From an optimization exercise on the open Yosys and OpenROAD flow, aimed at small area; shortcuts taken in it are not production practice.
Function was checked by simulation only, so behaviour that the tests miss may differ from the original.
Power figures rest on the tool's default switching activity, not on a simulated workload.

==> inputs of 03-16 <==
## la_top
module la_top (
    input  logic       clk,
    input  logic       rst_i,
    input  logic       cmd_req_i,
    input  logic [7:0] cmd_data_i,
    output logic       cmd_ack_o,
    output logic       rsp_req_o,
    output logic [7:0] rsp_data_o,
    input  logic       rsp_ack_i,
    input  logic [16:0] probe_i
);
    logic [15:0] sh;
    logic [15:0] word, wdin;
    logic        wload;
    logic [2:0]  wsel;
    logic        wv, rd_issue, busy;
    logic [5:0]  trig_loc;
    logic        start_req, stop_req;
    logic [3:0]  s_op, v_op;
    logic        s_arg;
    logic [15:0] v_arg;
    logic [15:0] regdata;
    logic [16:0] probe_prev;
    logic        trig;
    logic [2:0]  state;
    logic [5:0]  wptr;
    logic        we, go;
    logic [3:0]  rbank;
    logic [16:0] rdata;
    logic [1:0]  ph, dly;
    cmd_decoder i_cmd_decoder (
        .clk, .rst_i, .cmd_req_i, .cmd_data_i, .cmd_ack_o,
  ...
==> module cmd_decoder, before the edit <==
module cmd_decoder (
    input  logic        clk,
    input  logic        rst_i,
    input  logic        cmd_req_i,
    input  logic [7:0]  cmd_data_i,
    output logic        cmd_ack_o,
    input  logic        busy_i,
    output logic [15:0] sh_o,
    input  logic        wload_i,     
    input  logic [15:0] wdin_i,
    output logic [15:0] word_o,
    output logic [2:0]  wsel_o,
    output logic        wv_o,        
    output logic        rd_issue_o   
);
    logic [3:0] cs;
    logic [3:0] dig1;
    logic       shift;
    logic       take, is_term, is_hex;
    logic [3:0] hv;
    assign take    = cmd_req_i && !cmd_ack_o && !busy_i;
    assign is_term = (cmd_data_i == 8'h0D) || (cmd_data_i == 8'h0A);
    assign is_hex  = ((cmd_data_i >= "0") && (cmd_data_i <= "9")) ||
                     ((cmd_data_i >= "A") && (cmd_data_i <= "F"));
    assign hv      = cmd_data_i[6] ? {1'b1, cmd_data_i[2:0] + 3'd1} : cmd_data_i[3:0];
    assign rd_issue_o = take && (cs == 4'd14) && is_term;
    always_ff @(posedge clk) begin
        if (rst_i) begin
            cmd_ack_o <= 1'b0;
            cs        <= 4'd0;
            wv_o      <= 1'b0;
        end else begin
            wv_o <= 1'b0;
            if (take) begin
                cmd_ack_o <= 1'b1;
            end else if (!cmd_req_i) begin
                cmd_ack_o <= 1'b0;
            end
            if (take) begin
                if (cs == 4'd0) begin
                    if (cmd_data_i == "W") begin
                        cs <= 4'd1;
                    end else if (cmd_data_i == "R") begin
                        cs <= 4'd10;
                    end
                end else if ((cs == 4'd9) || (cs == 4'd14)) begin
                    cs   <= 4'd0;
                    wv_o <= is_term && (cs == 4'd9);
                end else if (is_hex) begin
                    cs <= cs + 4'd1;
                end else begin
                    cs <= 4'd0;
                end
            end
        end
    end
    assign sh_o  = {dig1, word_o[11:0]};
    assign shift = take && (cs != 4'd0) && (cs != 4'd9) && (cs != 4'd14) && is_hex;
    always_ff @(posedge clk) begin
        if (shift) begin
            if ((cs == 4'd1) || (cs == 4'd10)) begin
                dig1 <= hv;
            end else if (cs >= 4'd5 && cs <= 4'd8) begin
                dig1 <= word_o[11:8];
            end
        end
    end
    logic [2:0] wsel_n;
    always_comb begin
        case (sh_o)
            16'd1, 16'd2, 16'd3, 16'd5, 16'd6, 16'd7: wsel_n = sh_o[2:0];
            16'd8:   wsel_n = 3'd4;
            default: wsel_n = 3'd0;
        endcase
    end
    assign wsel_o = word_o[14:12];
    always_ff @(posedge clk) begin
        if (wload_i) begin
            word_o <= wdin_i;
        end else if (shift && (cs != 4'd1) && (cs != 4'd10)) begin
            word_o[11:0] <= {word_o[7:0], hv};
            if (cs == 4'd5) begin
                word_o[14:12] <= wsel_n;
            end
        end
    end
endmodule
==> module capture_ctrl, before the edit <==
module capture_ctrl (
    input  logic       clk,
    input  logic       rst_i,
    input  logic       start_req_i,
    input  logic       stop_req_i,
    input  logic       trig_i,
    input  logic [5:0] trig_loc_i,
    output logic [2:0] state_o,
    output logic [5:0] wptr_o,
    output logic       we_o,
    output logic       go_o          
);
    logic [5:0] gap;         
    logic       start_q, stop_q;
    logic       stop_edge;
    assign we_o      = !state_o[2] && (state_o[1:0] != 2'd0);
    assign stop_edge = stop_req_i && !stop_q;
    assign go_o      = (state_o == 3'd0) && start_req_i && !start_q;
    always_ff @(posedge clk) begin
        if (rst_i) begin
            state_o <= 3'd0;
            wptr_o  <= '0;
            gap     <= 6'h3F;
            start_q <= 1'b0;
            stop_q  <= 1'b0;
        end else begin
            start_q <= start_req_i;
            stop_q  <= stop_req_i;
            case (state_o)
                3'd0: begin
                    wptr_o <= '0;
                    gap    <= 6'h3F;
                    if (go_o) begin
                        state_o <= 3'd1;
                    end
                end
                3'd1: begin
                    wptr_o <= wptr_o + 6'd1;
                    gap    <= gap - 6'd1;
                    if (wptr_o == trig_loc_i) begin
                        state_o <= trig_i ? 3'd3 : 3'd2;
                    end
                end
                3'd2: begin
                    wptr_o <= wptr_o + 6'd1;
                    if (trig_i) begin
                        state_o <= 3'd3;
                    end
                end
                3'd3: begin
                    wptr_o <= wptr_o + 6'd1;
                    gap    <= gap - 6'd1;
                    if (gap == 6'd0) begin
                        state_o <= 3'd4;
                    end
                end
                default: begin
                end
            endcase
            if (stop_edge) begin
                state_o <= 3'd0;
            end
        end
    end
endmodule
==> module trigger_unit, before the edit <==
module trigger_unit (
    input  logic        clk,
    input  logic [16:0] probe_i,
    input  logic [3:0]  s_op_i,
    input  logic        s_arg_i,
    input  logic [3:0]  v_op_i,
    input  logic [15:0] v_arg_i,
    output logic [16:0] probe_prev_o,
    output logic        trig_o
);
    function automatic logic eval_op(input logic [3:0] op, input logic lt, input logic eq);
        case (op)
            4'd1, 4'd4: eval_op = !lt && !eq;
            4'd2, 4'd5: eval_op = lt;
            4'd3, 4'd9: eval_op = !eq;
            4'd6:       eval_op = !lt;
            4'd7:       eval_op = lt || eq;
            4'd8:       eval_op = eq;
            default:    eval_op = 1'b0;
        endcase
    endfunction
    always_ff @(posedge clk) begin
        probe_prev_o <= probe_i;
    end
    logic [15:0] v_ref;
    logic        s_ref;
    assign v_ref  = ((v_op_i == 4'd1) || (v_op_i == 4'd2) || (v_op_i == 4'd3)) ? probe_prev_o[15:0] : v_arg_i;
    assign s_ref  = ((s_op_i == 4'd1) || (s_op_i == 4'd2) || (s_op_i == 4'd3)) ? probe_prev_o[16] : s_arg_i;
    assign trig_o = eval_op(s_op_i, !probe_i[16] && s_ref, probe_i[16] == s_ref) ||
                    eval_op(v_op_i, probe_i[15:0] < v_ref, probe_i[15:0] == v_ref);
endmodule
==> module reply_encoder, before the edit <==
module reply_encoder (
    input  logic        clk,
    input  logic        rst_i,
    input  logic        rd_issue_i,
    input  logic [15:0] sh_i,
    input  logic [15:0] regdata_i,
    input  logic [1:0]  ph_i,
    input  logic [1:0]  dly_i,
    input  logic [16:0] rdata_i,
    output logic [3:0]  rbank_o,
    output logic        wload_o,
    output logic [15:0] wdin_o,
    input  logic [15:0] word,
    output logic        busy_o,
    output logic        rsp_req_o,
    output logic [7:0]  rsp_data_o,
    input  logic        rsp_ack_i
);
    logic        pv;
    logic [2:0]  idx;
    logic [2:0]  rcnt;       
    logic        rv, is_mem;
    logic [1:0]  wx;
    logic [2:0]  wait_c;
    logic [15:0] memword;
    logic [3:0]  nib;
    assign rv      = pv && (idx == 3'd0);
    assign is_mem  = (sh_i >= 16'd16) && (sh_i <= 16'd143);
    assign wx      = sh_i[2:1] - (ph_i + 2'd1);
    assign wait_c  = (wx >= dly_i) ? {1'b0, wx} : {1'b1, wx};
    assign rbank_o = word[3:0];
    assign memword = word[4] ? {15'd0, rdata_i[16]} : rdata_i[15:0];
    always_ff @(posedge clk) begin
        if (rst_i) begin
            rcnt <= 3'd7;
        end else if (rv && is_mem) begin
            rcnt <= wait_c;
        end else if (rcnt == 3'd0) begin
            rcnt <= 3'd7;
        end else if (rcnt != 3'd7) begin
            rcnt <= rcnt - 3'd1;
        end
    end
    assign wload_o = rv || (rcnt == 3'd0);
    assign wdin_o  = !rv ? memword : is_mem ? {11'd0, sh_i[0], sh_i[6:3]} : regdata_i;
    always_ff @(posedge clk) begin
        if (rst_i) begin
            rsp_req_o <= 1'b0;
            busy_o    <= 1'b0;
            pv        <= 1'b0;
            idx       <= 3'd0;
        end else if (!busy_o) begin
            if (rd_issue_i) begin
                pv  <= 1'b1;
                idx <= 3'd0;
            end else if (pv) begin
                if (idx == 3'd4) begin
                    pv        <= 1'b0;
                    idx       <= 3'd0;
                    busy_o    <= 1'b1;
                    rsp_req_o <= 1'b1;
                end else begin
                    idx <= idx + 3'd1;
                end
            end
        end else if (rsp_req_o) begin
            if (rsp_ack_i) begin
                rsp_req_o <= 1'b0;
            end
        end else if (!rsp_ack_i) begin
            if (idx == 3'd6) begin
                busy_o <= 1'b0;
            end else begin
                idx       <= idx + 3'd1;
                rsp_req_o <= 1'b1;
            end
        end
    end
    always_comb begin
        case (idx)
            3'd1:    nib = (rcnt == 3'd0) ? memword[15:12] : word[15:12];
            3'd2:    nib = word[11:8];
            3'd3:    nib = word[7:4];
            default: nib = word[3:0];
        endcase
        case (idx)
            3'd0:    rsp_data_o = "D";
            3'd1, 3'd2, 3'd3, 3'd4:
                     rsp_data_o = (nib < 4'd10) ? {4'h3, nib} : {5'b01000, nib[2:0] - 3'd1};
            3'd5:    rsp_data_o = 8'h0D;
            default: rsp_data_o = 8'h0A;
        endcase
    end
endmodule
Settings: LEC_CHECK=0, CAP_MARGIN=20, CORE_MARGIN=2, CORE_UTILIZATION=60, CTS_BUF_LIST=sky130_fd_sc_hd__clkbuf_8, CTS_CLUSTER_DIAMETER=60, CTS_CLUSTER_SIZE=17, SLEW_MARGIN=20; clock period 8.0 ns.
standard.sh (not shown) runs the stock make flow with config.mk's settings and CLKGATE_MAP_FILE= SYNTH_SCRIPT=/design/flow/synth_recipe.tcl, a recipe that flattens the netlist after the stock synthesis.
==> flow/flow/run.sh <==
#!/bin/bash
# The standard layout (standard.sh), with these changes:
#  - synthesis maps logic with an area-oriented abc script (synth_wrap.tcl,
#    abc_area.script); everything else in it is synth_recipe.tcl;
#  - CTS adds no dummy loads to balance the clock tree;
#  - ports are buffered with the smallest buffer (the resizer still sizes it).
# The whole make output goes to standard_run.log; ORFS writes its per-step
# logs under orfs/logs.
set -euo pipefail
export FLOW_SYNTH_TCL="$PWD/synth_recipe.tcl"
export AREA_ABC_SCRIPT="$PWD/flow/abc_area.script"
export CTS_ARGS="-sink_clustering_enable -repair_clock_nets -sink_clustering_size 40 -sink_clustering_max_diameter 45 -buf_list sky130_fd_sc_hd__clkbuf_16 -dont_use_dummy_load"
export BUFFER_PORTS_ARGS="-buffer_cell sky130_fd_sc_hd__buf_1"
bash standard.sh SYNTH_SCRIPT="$PWD/flow/synth_wrap.tcl" finish > standard_run.log 2>&1
==> flow/flow/abc_area.script <==
&get -n
&st
&syn3
&dch
&nf -R 1000 -p -C 32
&st
&syn3
&dch
&nf -R 1000 -p -C 32
&put
==> flow/flow/synth_wrap.tcl <==
# The standard flow's synthesis (synth_recipe.tcl, sourced unchanged below) with one
# change: abc maps the logic with an area-oriented script instead of ORFS's
# speed script. abc only maps combinational logic, so the registers are the
# same as in the standard synthesis.
proc abc {args} {
  set i [lsearch $args -script]
  if { $i >= 0 } {
    set args [lreplace $args [expr {$i + 1}] [expr {$i + 1}] $::env(AREA_ABC_SCRIPT)]
  }
  yosys abc {*}$args
}
source $::env(FLOW_SYNTH_TCL)
==> inputs of 10-08, as changes to 03-16 <==
--- a/flow/design.v
+++ b/flow/design.v
@@ -132,15 +132,13 @@
                 dig1 <= word_o[11:8];
             end
+            if (cs == 4'd5) begin
+                case (sh_o)
+                    16'd1, 16'd2, 16'd3, 16'd5, 16'd6, 16'd7: wsel_o <= sh_o[2:0];
+                    16'd8:   wsel_o <= 3'd4;
+                    default: wsel_o <= 3'd0;
+                endcase
+            end
         end
     end
-    logic [2:0] wsel_n;
-    always_comb begin
-        case (sh_o)
-            16'd1, 16'd2, 16'd3, 16'd5, 16'd6, 16'd7: wsel_n = sh_o[2:0];
-            16'd8:   wsel_n = 3'd4;
-            default: wsel_n = 3'd0;
-        endcase
-    end
-    assign wsel_o = word_o[14:12];
     always_ff @(posedge clk) begin
         if (wload_i) begin
@@ -148,7 +146,4 @@
         end else if (shift && (cs != 4'd1) && (cs != 4'd10)) begin
             word_o[11:0] <= {word_o[7:0], hv};
-            if (cs == 4'd5) begin
-                word_o[14:12] <= wsel_n;
-            end
         end
     end
@@ -261,5 +256,5 @@
     output logic       go_o          
 );
-    logic [5:0] gap;         
+    logic [5:0] rptr;
     logic       start_q, stop_q;
     logic       stop_edge;
@@ -271,5 +266,5 @@
             state_o <= 3'd0;
             wptr_o  <= '0;
-            gap     <= 6'h3F;
+            rptr    <= '0;
             start_q <= 1'b0;
             stop_q  <= 1'b0;
@@ -280,5 +275,5 @@
                 3'd0: begin
                     wptr_o <= '0;
-                    gap    <= 6'h3F;
+                    rptr   <= '0;
                     if (go_o) begin
                         state_o <= 3'd1;
@@ -287,5 +282,4 @@
                 3'd1: begin
                     wptr_o <= wptr_o + 6'd1;
-                    gap    <= gap - 6'd1;
                     if (wptr_o == trig_loc_i) begin
                         state_o <= trig_i ? 3'd3 : 3'd2;
@@ -294,4 +288,5 @@
                 3'd2: begin
                     wptr_o <= wptr_o + 6'd1;
+                    rptr   <= rptr + 6'd1;
                     if (trig_i) begin
                         state_o <= 3'd3;
@@ -300,6 +295,5 @@
                 3'd3: begin
                     wptr_o <= wptr_o + 6'd1;
-                    gap    <= gap - 6'd1;
-                    if (gap == 6'd0) begin
+                    if (wptr_o + 6'd1 == rptr) begin
                         state_o <= 3'd4;
                     end
--- a/flow/flow/run.sh
+++ b/flow/flow/run.sh
@@ -10,5 +10,5 @@
 export FLOW_SYNTH_TCL="$PWD/synth_recipe.tcl"
 export AREA_ABC_SCRIPT="$PWD/flow/abc_area.script"
-export CTS_ARGS="-sink_clustering_enable -repair_clock_nets -sink_clustering_size 40 -sink_clustering_max_diameter 45 -buf_list sky130_fd_sc_hd__clkbuf_16 -dont_use_dummy_load"
+export CTS_ARGS="-sink_clustering_enable -repair_clock_nets -sink_clustering_size 17 -sink_clustering_max_diameter 60 -buf_list sky130_fd_sc_hd__clkbuf_8 -dont_use_dummy_load"
 export BUFFER_PORTS_ARGS="-buffer_cell sky130_fd_sc_hd__buf_1"
 bash standard.sh SYNTH_SCRIPT="$PWD/flow/synth_wrap.tcl" finish > standard_run.log 2>&1
Settings changed: CAP_MARGIN 20 to 5, SLEW_MARGIN 20 to 5.
==> inputs of 05-04, as changes to 03-16 <==
--- a/flow/design.v
+++ b/flow/design.v
@@ -89,6 +89,6 @@
     assign take    = cmd_req_i && !cmd_ack_o && !busy_i;
     assign is_term = (cmd_data_i == 8'h0D) || (cmd_data_i == 8'h0A);
-    assign is_hex  = ((cmd_data_i >= "0") && (cmd_data_i <= "9")) ||
-                     ((cmd_data_i >= "A") && (cmd_data_i <= "F"));
+    assign is_hex  = ((cmd_data_i[7:4] == 4'h3) && (!cmd_data_i[3] || (cmd_data_i[2:1] == 2'b00))) ||
+                     ((cmd_data_i[7:3] == 5'b01000) && (cmd_data_i[2:0] != 3'd0) && (cmd_data_i[2:0] != 3'd7));
     assign hv      = cmd_data_i[6] ? {1'b1, cmd_data_i[2:0] + 3'd1} : cmd_data_i[3:0];
     assign rd_issue_o = take && (cs == 4'd14) && is_term;
@@ -243,6 +243,15 @@
     assign v_ref  = ((v_op_i == 4'd1) || (v_op_i == 4'd2) || (v_op_i == 4'd3)) ? probe_prev_o[15:0] : v_arg_i;
     assign s_ref  = ((s_op_i == 4'd1) || (s_op_i == 4'd2) || (s_op_i == 4'd3)) ? probe_prev_o[16] : s_arg_i;
+    logic vlt, veq;
+    always_comb begin
+        vlt = 1'b0;
+        veq = 1'b1;
+        for (int i = 15; i >= 0; i--) begin
+            vlt = vlt || (veq && !probe_i[i] && v_ref[i]);
+            veq = veq && (probe_i[i] == v_ref[i]);
+        end
+    end
     assign trig_o = eval_op(s_op_i, !probe_i[16] && s_ref, probe_i[16] == s_ref) ||
-                    eval_op(v_op_i, probe_i[15:0] < v_ref, probe_i[15:0] == v_ref);
+                    eval_op(v_op_i, vlt, veq);
 endmodule
 `default_nettype wire
@@ -418,5 +427,5 @@
     logic [3:0]  nib;
     assign rv      = pv && (idx == 3'd0);
-    assign is_mem  = (sh_i >= 16'd16) && (sh_i <= 16'd143);
+    assign is_mem  = (sh_i[15:8] == 8'd0) && (sh_i[7] ? (sh_i[6:4] == 3'd0) : (sh_i[6:4] != 3'd0));
     assign wx      = sh_i[2:1] - (ph_i + 2'd1);
     assign wait_c  = (wx >= dly_i) ? {1'b0, wx} : {1'b1, wx};
--- a/flow/flow/run.sh
+++ b/flow/flow/run.sh
@@ -10,5 +10,5 @@
 export FLOW_SYNTH_TCL="$PWD/synth_recipe.tcl"
 export AREA_ABC_SCRIPT="$PWD/flow/abc_area.script"
-export CTS_ARGS="-sink_clustering_enable -repair_clock_nets -sink_clustering_size 40 -sink_clustering_max_diameter 45 -buf_list sky130_fd_sc_hd__clkbuf_16 -dont_use_dummy_load"
+export CTS_ARGS="-sink_clustering_enable -repair_clock_nets -sink_clustering_size 17 -sink_clustering_max_diameter 60 -buf_list sky130_fd_sc_hd__clkbuf_8 -dont_use_dummy_load"
 export BUFFER_PORTS_ARGS="-buffer_cell sky130_fd_sc_hd__buf_1"
 bash standard.sh SYNTH_SCRIPT="$PWD/flow/synth_wrap.tcl" finish > standard_run.log 2>&1
==> flow/flow/abc_area.script (replaced) <==
&get -n
&st
&syn3
&dch
&nf -R 1000 -p -C 32
&st
&syn3
&dch
&nf -R 1000 -p -C 32
&st
&syn3
&dch
&nf -R 1000 -p -C 32
&put
==> flow/flow/synth_wrap.tcl (replaced) <==
# The standard flow's synthesis (synth_recipe.tcl, sourced unchanged below) with two
# changes to how the logic is mapped:
#  - abc uses an area-oriented script (abc_area.script) instead of ORFS's
#    speed script;
#  - extract_fa is skipped, so adders and comparators go to abc as plain
#    logic instead of being fixed as half/full-adder cells first.
# Neither touches the registers: they are the standard synthesis's, with
# the same names and cell types.
proc abc {args} {
  set i [lsearch $args -script]
  if { $i >= 0 } {
    set args [lreplace $args [expr {$i + 1}] [expr {$i + 1}] $::env(AREA_ABC_SCRIPT)]
  }
  yosys abc {*}$args
}
proc extract_fa {args} {
  puts "extract_fa skipped"
}
source $::env(FLOW_SYNTH_TCL)
==> summary.txt <==
metric                                                                                          05-04                          03-16                           10-08
Share of final layout cell area taken by non-clock buffers                                      1.74%                          1.59%                           1.51%
Post-Synth Simple-Gate Area                                                                     9.06%                          8.50%                           8.45%
Post-route clock skew                                                                         55.9 ps                        91.5 ps                         78.7 ps
Clock network contribution to total cell area                                                   3.29%                          6.73%                           3.29%
Clock-pin slew of the registers on the worst-case setup and hold paths                          90 ps                          80 ps                          100 ps
Fraction of power consumed by the clock network                                                 28.4%                          36.2%                           26.6%
Number of cell instances on the worst register-to-register path                                    18                             14                              18
Pre-CTS setup slack                                                                           2210 ps                        1990 ps                         2230 ps
CP peak stage delay                                                                            860 ps                        1020 ps                          730 ps
Clock latency at the later pin of the worst-skew pair                                          700 ps                         670 ps                          710 ps
Layout clock buffer count                                                                          84                             99                              85
Met3 Use GR                                                                                     5.17%                          4.61%                           4.03%
Synthesized area per cell                                                                    12.5 µm²                       12.5 µm²                        12.5 µm²
Hold path endpoint                                                      i_sample_mem.g_bank[5].r2[14]  i_sample_mem.g_bank[8].r2[14]  i_sample_mem.g_bank[13].r0[14]
Run status                                                                   timing/DRC/antenna clean       timing/DRC/antenna clean        timing/DRC/antenna clean
Power density cells                                                                        269 nW/µm²                     309 nW/µm²                      287 nW/µm²
Max Fanout on Critical Path                                                                        16                             14                              13
Synthesized netlist cell count                                                                   2595                           2633                            2630
Routed length on met3                                                                         6050 µm                        4870 µm                         4670 µm
Non-Filler Cell Area, Final                                                                 35100 µm²                      36800 µm²                       35500 µm²
Multi-input combinational gate total                                                             1344                           1365                            1360
Post-synthesis cell area                                                                    32300 µm²                      32800 µm²                       32900 µm²
Period minus WS final                                                                         6580 ps                        6850 ps                         6500 ps
Non-Filler Instances                                                                             3464                           3522                            3499

port drivers added, routing unchanged:
No port has a modelled driver above. Below, the same layouts with a new extraction and two added sets of constraints.
Step 1 assumes that a clkbuf_16 drives the clock port and a buf_2 every other input.
Step 2 also shifts input and output timing later by t, the mid clock arrival at the registers, as if the neighbouring blocks saw the same clock.
a / b / c = no drivers / after step 1 / after step 2; a / b = the first two.
run | t (ns) | setup slack, ns | worst slew at a driven data input, ns
03-16 | 0.683 | 1.154 / 1.094 / 1.777 | 0.09
10-08 | 0.723 | 1.501 / 1.448 / 2.171 | 0.12
05-04 | 0.735 | 1.419 / 1.356 / 2.091 | 0.13
After both steps setup and hold are still met in every run listed.
